From an optimization exercise on the open Yosys and OpenROAD flow, aimed at small area and a short achievable clock period; shortcuts taken in it are not production practice. RTL that was checked went through simulation tests only; none was proved equivalent to the original. Power figures rest on the tool's default switching activity, not on a simulated workload.

==> job 6690 <==
==> flow/design.v (excerpt) <==
module tcp_rx_top #(
    parameter logic [47:0] board_mac  = 48'h02_00_c0_a8_0a_0a,
    parameter logic [15:0] local_port = 16'h0024
) (
    input  wire                                 aclk,
    input  wire                                 areset,
    input  wire tcp_rx_pkg::beat_t              in_tdata,
    input  wire [tcp_rx_pkg::data_bytes-1:0]    in_tkeep,
    input  wire                                 in_tvalid,
    input  wire                                 in_tlast,
    output logic                                in_tready,
    input  wire                                 established,
    input  wire [31:0]                          expected_seq,
    output tcp_rx_pkg::beat_t                   out_tdata,
    output logic [tcp_rx_pkg::data_bytes-1:0]   out_tkeep,
    output logic                                out_tlast,
    output logic                                out_tvalid,
    input  wire                                 out_tready,
    output logic                                seg_valid,
    output logic                                seg_syn,
    output logic                                seg_fin,
    output logic                                seg_ack,
    output logic                                seg_rst,
    output logic [31:0]                         seg_seq,
    output logic [31:0]                         seg_ack_num,
    output logic [47:0]                         peer_mac,
    output logic [31:0]                         peer_ip,
    output logic [15:0]                         peer_port,
    output logic [15:0]                         peer_window,
    output logic [15:0]                         seg_payload_len
);
export LEC_CHECK = 0
export CAP_MARGIN = 20
export CORE_MARGIN = 2
export CORE_UTILIZATION = 40
export GPL_TIMING_DRIVEN = 0
export SLEW_MARGIN = 20
create_clock -name core_clock -period 10.5 [get_ports {aclk}]
standard.sh (not shown) runs the stock make flow with config.mk's settings and CLKGATE_MAP_FILE= SYNTH_SCRIPT=/design/flow/synth_recipe.tcl, a recipe that flattens the netlist after the stock synthesis.
==> flow/flow/run.sh <==
#!/bin/bash
# The standard ORFS layout (standard.sh), with these changes:
#  - port buffers are buf_1 (the resizer may upsize them) instead of the
#    resizer's default pick;
#  - before floorplanning, in_tready gets a gate of its own (in_tready.tcl);
#  - adders are left to ABC (no ADDER_MAP_FILE), registers are unchanged;
#  - clock tree: clkbuf_4 buffers, small clusters, no dummy load cells.
# Each tool's output is in orfs/logs/; make's own output goes to standard_flow.log.
set -euo pipefail
here=$(pwd)
export BUFFER_PORTS_ARGS="-buffer_cell sky130_fd_sc_hd__buf_1"
export SETUP_SLACK_MARGIN=6.0
export PRE_FLOORPLAN_TCL="$here/flow/in_tready.tcl"
export ADDER_MAP_FILE=
export CTS_ARGS="-sink_clustering_enable -repair_clock_nets -dont_use_dummy_load -buf_list sky130_fd_sc_hd__clkbuf_4 -sink_clustering_size 9 -sink_clustering_max_diameter 60"
bash standard.sh > standard_flow.log 2>&1
==> flow/flow/in_tready.tcl <==
# Give the in_tready port a gate of its own, out_tready | !out_tvalid, so the
# port path is input buffer -> one gate -> output buffer and does not share a
# node with the internal can_load fanout. The logic function is unchanged.
set block [ord::get_db_block]
set bt_rdy [$block findBTerm in_tready]
set bt_otr [$block findBTerm out_tready]
set bt_otv [$block findBTerm out_tvalid]
set port_net [$bt_rdy getNet]
set int_net [odb::dbNet_create $block "can_load_int"]
foreach it [$port_net getITerms] {
  $it disconnect
  $it connect $int_net
}
set master [[ord::get_db] findMaster sky130_fd_sc_hd__nand2b_1]
set gate [odb::dbInst_create $block $master "in_tready_gate"]
[$gate findITerm A_N] connect [$bt_otr getNet]
[$gate findITerm B] connect [$bt_otv getNet]
[$gate findITerm Y] connect $port_net
puts "in_tready: own gate [$gate getName] on net [$port_net getName]; internal loads on [$int_net getName]"
==> job 3613 (differences from job 6690) <==
--- a/flow/design.v
+++ b/flow/design.v
@@ -117,41 +117,40 @@
     assign flags = lane(in_tdata, 7);
     assign mac_ok   = {lane(in_tdata, 0), lane(in_tdata, 1), lane(in_tdata, 2),
                        lane(in_tdata, 3), lane(in_tdata, 4), lane(in_tdata, 5)} == board_mac;
     assign type_ok  = {lane(in_tdata, 4), lane(in_tdata, 5)} == tcp_rx_pkg::ethertype_ipv4
                       && in_tdata[51:48] == tcp_rx_pkg::ipv4_ihl;
     assign proto_ok = lane(in_tdata, 7) == tcp_rx_pkg::ip_proto_tcp;
     assign port_ok  = {lane(in_tdata, 4), lane(in_tdata, 5)} == local_port;
     assign seq_ok   = {seg_seq[31:16], lane(in_tdata, 0), lane(in_tdata, 1)} == expected_seq;
-    assign tq       = {q, len_q[2:0]};
-    assign len_ok   = (tq[15:7] != '0 || tq[6:0] > {1'b0, doff, 2'b00} + 7'd4) && tq < 16'd65506;
+    assign tq       = {q, t_lo};
+    assign len_ok   = ({1'b0, tq} > {11'd0, doff, 2'b00} + 17'd4) && tq < 16'd65506;
     assign accept = hdr_ok && established && flags[tcp_rx_pkg::flag_ack]
                     && !flags[tcp_rx_pkg::flag_fin] && doff >= 4'd5 && seq_ok && len_ok;
     logic [2:0]  ll;         
     logic        wend;       
     logic [7:0]  hmask;
     logic [7:0]  v;          
     logic [2:0]  e;          
     logic [2:0]  diff;       
     logic        sp;         
     logic        fl;         
     logic        skip;
     logic        seg_end;
     logic        lw;
-    assign t_lo  = {len_q[2] ^ ~m0, len_q[1:0]};
     assign ll    = t_lo + 3'd5;
     assign wend  = q[12:2] == '0 && q[1:0] == ((t_lo >= 3'd3) ? 2'd1 : 2'd2);
     always_comb begin
         for (int i = 0; i < 8; i++) begin
             hmask[i] = !wend || (3'(i) <= ll);
         end
     end
     assign v = in_tkeep & hmask;
-    assign e[0] = ~v[1] | (v[2] & ~v[3]) | (v[4] & ~v[5]) | (v[6] & ~v[7]);
+    assign e[0] = (v[0] & ~v[1]) | (v[2] & ~v[3]) | (v[4] & ~v[5]) | (v[6] & ~v[7]);
     assign e[1] = (v[1] & ~v[3]) | (v[5] & ~v[7]);
     assign e[2] = v[3] & ~v[7];
     assign diff = e + {~m0, 2'b10};
     assign sp   = m0 ? v[6] : v[2];
     assign fl   = m0 ? v[5] : v[1];
     assign skip = pre && sc != 3'd0;
     assign seg_end = pre ? (sp && (wend || in_tlast)) : (wend || in_tlast);
     assign lw      = act && !skip && (seg_end || (!pre && fl));
@@ -210,17 +209,17 @@
                 out_tdata <= m0 ? {in_tdata[47:0], prev_q[47:32]} : {in_tdata[15:0], prev_q};
             end
             out_tlast <= flush_q || (seg_end && !(!pre && sp));
             kc        <= flush_q ? sc : ((!pre && fl) ? 3'd0 : diff);
         end
     end
     always_comb begin
         for (int i = 0; i < 8; i++) begin
-            out_tkeep[i] = i == 0 || kc == 3'd0 || 3'(i) < kc;
+            out_tkeep[i] = kc == 3'd0 || 3'(i) < kc;
         end
     end
     always_ff @(posedge aclk) begin
         if (in_tvalid) begin
             case (bc)
                 3'd0: hdr_ok <= mac_ok;
                 3'd1: hdr_ok <= hdr_ok && type_ok;
                 3'd2: hdr_ok <= hdr_ok && proto_ok;
@@ -232,44 +231,40 @@
         case (bc)
             3'd0: begin
                 peer_mac[47:32] <= {lane(in_tdata, 6), lane(in_tdata, 7)};
             end
             3'd1: begin
                 peer_mac[31:0] <= {lane(in_tdata, 0), lane(in_tdata, 1),
                                    lane(in_tdata, 2), lane(in_tdata, 3)};
             end
+            3'd2: begin
+                t_lo <= tl_in[2:0];
+            end
             3'd3: begin
                 peer_ip <= {lane(in_tdata, 2), lane(in_tdata, 3),
                             lane(in_tdata, 4), lane(in_tdata, 5)};
             end
             3'd4: begin
                 peer_port      <= {lane(in_tdata, 2), lane(in_tdata, 3)};
                 seg_seq[31:16] <= {lane(in_tdata, 6), lane(in_tdata, 7)};
             end
             3'd5: begin
                 seg_seq[15:0] <= {lane(in_tdata, 0), lane(in_tdata, 1)};
                 seg_ack_num   <= {lane(in_tdata, 2), lane(in_tdata, 3),
                                   lane(in_tdata, 4), lane(in_tdata, 5)};
                 seg_fin       <= flags[tcp_rx_pkg::flag_fin];
                 seg_syn       <= flags[tcp_rx_pkg::flag_syn];
                 seg_rst       <= flags[tcp_rx_pkg::flag_rst];
                 seg_ack       <= flags[tcp_rx_pkg::flag_ack];
+                len_q         <= tq - 16'd4 - {10'd0, doff, 2'b00};
                 m0            <= doff[0];
             end
             3'd6: begin
                 peer_window <= {lane(in_tdata, 0), lane(in_tdata, 1)};
             end
             default: begin
             end
         endcase
-    end
-    always_ff @(posedge aclk) begin
-        if (bc == 3'd2) begin
-            len_q[2:0] <= tl_in[2:0];
-        end
-        if (fire && bc == 3'd5) begin
-            len_q[15:2] <= tq[15:2] + {10'h3ff, ~doff};
-        end
     end
     assign seg_payload_len = len_q;
 endmodule
 `default_nettype wire
==> flow/flow/run.sh (replaced) <==
#!/bin/bash
set -euo pipefail
export BUFFER_PORTS_ARGS="-buffer_cell sky130_fd_sc_hd__buf_1"
export SETUP_SLACK_MARGIN=6.0
bash standard.sh > standard_flow.log 2>&1
- GPL_TIMING_DRIVEN: 0 -> unset
removed: flow/flow/in_tready.tcl
==> job 6306 (differences from job 6690) <==
--- a/flow/design.v
+++ b/flow/design.v
@@ -117,32 +117,31 @@
     assign flags = lane(in_tdata, 7);
     assign mac_ok   = {lane(in_tdata, 0), lane(in_tdata, 1), lane(in_tdata, 2),
                        lane(in_tdata, 3), lane(in_tdata, 4), lane(in_tdata, 5)} == board_mac;
     assign type_ok  = {lane(in_tdata, 4), lane(in_tdata, 5)} == tcp_rx_pkg::ethertype_ipv4
                       && in_tdata[51:48] == tcp_rx_pkg::ipv4_ihl;
     assign proto_ok = lane(in_tdata, 7) == tcp_rx_pkg::ip_proto_tcp;
     assign port_ok  = {lane(in_tdata, 4), lane(in_tdata, 5)} == local_port;
     assign seq_ok   = {seg_seq[31:16], lane(in_tdata, 0), lane(in_tdata, 1)} == expected_seq;
-    assign tq       = {q, len_q[2:0]};
+    assign tq       = {q, t_lo};
     assign len_ok   = (tq[15:7] != '0 || tq[6:0] > {1'b0, doff, 2'b00} + 7'd4) && tq < 16'd65506;
     assign accept = hdr_ok && established && flags[tcp_rx_pkg::flag_ack]
                     && !flags[tcp_rx_pkg::flag_fin] && doff >= 4'd5 && seq_ok && len_ok;
     logic [2:0]  ll;         
     logic        wend;       
     logic [7:0]  hmask;
     logic [7:0]  v;          
     logic [2:0]  e;          
     logic [2:0]  diff;       
     logic        sp;         
     logic        fl;         
     logic        skip;
     logic        seg_end;
     logic        lw;
-    assign t_lo  = {len_q[2] ^ ~m0, len_q[1:0]};
     assign ll    = t_lo + 3'd5;
     assign wend  = q[12:2] == '0 && q[1:0] == ((t_lo >= 3'd3) ? 2'd1 : 2'd2);
     always_comb begin
         for (int i = 0; i < 8; i++) begin
             hmask[i] = !wend || (3'(i) <= ll);
         end
     end
     assign v = in_tkeep & hmask;
@@ -232,44 +231,40 @@
         case (bc)
             3'd0: begin
                 peer_mac[47:32] <= {lane(in_tdata, 6), lane(in_tdata, 7)};
             end
             3'd1: begin
                 peer_mac[31:0] <= {lane(in_tdata, 0), lane(in_tdata, 1),
                                    lane(in_tdata, 2), lane(in_tdata, 3)};
             end
+            3'd2: begin
+                t_lo <= tl_in[2:0];
+            end
             3'd3: begin
                 peer_ip <= {lane(in_tdata, 2), lane(in_tdata, 3),
                             lane(in_tdata, 4), lane(in_tdata, 5)};
             end
             3'd4: begin
                 peer_port      <= {lane(in_tdata, 2), lane(in_tdata, 3)};
                 seg_seq[31:16] <= {lane(in_tdata, 6), lane(in_tdata, 7)};
             end
             3'd5: begin
                 seg_seq[15:0] <= {lane(in_tdata, 0), lane(in_tdata, 1)};
                 seg_ack_num   <= {lane(in_tdata, 2), lane(in_tdata, 3),
                                   lane(in_tdata, 4), lane(in_tdata, 5)};
                 seg_fin       <= flags[tcp_rx_pkg::flag_fin];
                 seg_syn       <= flags[tcp_rx_pkg::flag_syn];
                 seg_rst       <= flags[tcp_rx_pkg::flag_rst];
                 seg_ack       <= flags[tcp_rx_pkg::flag_ack];
+                len_q         <= {tq[15:2] + {10'h3ff, ~doff}, tq[1:0]};
                 m0            <= doff[0];
             end
             3'd6: begin
                 peer_window <= {lane(in_tdata, 0), lane(in_tdata, 1)};
             end
             default: begin
             end
         endcase
-    end
-    always_ff @(posedge aclk) begin
-        if (bc == 3'd2) begin
-            len_q[2:0] <= tl_in[2:0];
-        end
-        if (fire && bc == 3'd5) begin
-            len_q[15:2] <= tq[15:2] + {10'h3ff, ~doff};
-        end
     end
     assign seg_payload_len = len_q;
 endmodule
 `default_nettype wire
==> flow/flow/run.sh (replaced) <==
#!/bin/bash
# The standard ORFS layout (standard.sh), with these changes:
#  - port buffers are buf_1 (the resizer may upsize them) instead of the
#    resizer's default pick;
#  - before floorplanning, in_tready gets a gate of its own (in_tready.tcl).
# Each tool's output is in orfs/logs/; make's own output goes to standard_flow.log.
set -euo pipefail
here=$(pwd)
export BUFFER_PORTS_ARGS="-buffer_cell sky130_fd_sc_hd__buf_1"
export SETUP_SLACK_MARGIN=6.0
export PRE_FLOORPLAN_TCL="$here/flow/in_tready.tcl"
bash standard.sh > standard_flow.log 2>&1
- CTS_BUF_LIST: unset -> sky130_fd_sc_hd__clkbuf_4
- CTS_CLUSTER_DIAMETER: unset -> 60
- CTS_CLUSTER_SIZE: unset -> 10
- GPL_TIMING_DRIVEN: 0 -> unset
==> run notes <==
metric	job 6690	job 3613	job 6306
Starting utilization of the core area	40.41%	40.64%	40.40%
Power share of the clock group	26.0%	41.5%	26.9%
Critical path depth	3	4	3
Cell count after synthesis	859	897	863
Count of non-filler cells in the finished layout	1,746	1,797	1,744
Floorplan row count	67	68	68
Cell Count Post-Placement	1,698	1,725	1,688
Root buffer cell	sky130_fd_sc_hd__clkbuf_4	sky130_fd_sc_hd__clkbuf_16	sky130_fd_sc_hd__clkbuf_4
Global Route met2 Usage	37.41%	37.14%	34.48%
Number of non-clock inverters in the layout	13	38	28
Internal power of the cells	1.798 mW	2.389 mW	1.847 mW
Non-clock buffering overhead in the final layout	11.14%	9.244%	9.821%
GRT Util Overall	22.85%	22.48%	21.01%
Outcome	no timing/DRC/antenna violations	no timing/DRC/antenna violations	no timing/DRC/antenna violations
Number of buffers inserted by post-CTS setup repair	1	2	1
Inserted Diodes	2	1	2
Power per cell area	148.2 mW/mm²	178.2 mW/mm²	148.6 mW/mm²
Rel. slew slack	36.51%	33.35%	29.05%
Multi-input gate area in the final layout	0.003253 mm²	0.003704 mm²	0.003522 mm²
Post-Syn Nets	969	1,043	1,004
Post-place instance area	0.01571 mm²	0.01614 mm²	0.01596 mm²
DR WL met2	19.65 mm	19.99 mm	18.29 mm
Clk sink count	338	341	341
No functional check of the RTL was part of job 3613.

==> static timing again, ports no longer ideal <==
The flow's constraints put no driver on any port. The routed layouts listed below were extracted and timed again, unchanged, in two steps. Step 1 assumes that a clkbuf_16 drives the clock port and a buf_2 every other input. Step 2, shift: input delay + t, output delay - t, t = (earliest + latest rising clock arrival at the registers) / 2. This alone moves slack from input paths to output paths. Slacks: ideal ports / drivers / drivers and shift; pairs: ideal ports / drivers.
run | t (ns) | setup slack, ns | cell pins on the clock port's net
job 6690 | 0.724 | 5.955 / 5.914 / 5.570 | 1
job 3613 | 0.572 | 5.764 / 5.721 / 5.653 | 1
job 6306 | 0.720 | 5.958 / 5.922 / 5.680 | 1
After both steps setup and hold are still met in every run listed. The setup slack of job 6690, which loses most, moves by -0.041 ns with the drivers and by -0.385 ns with both steps.
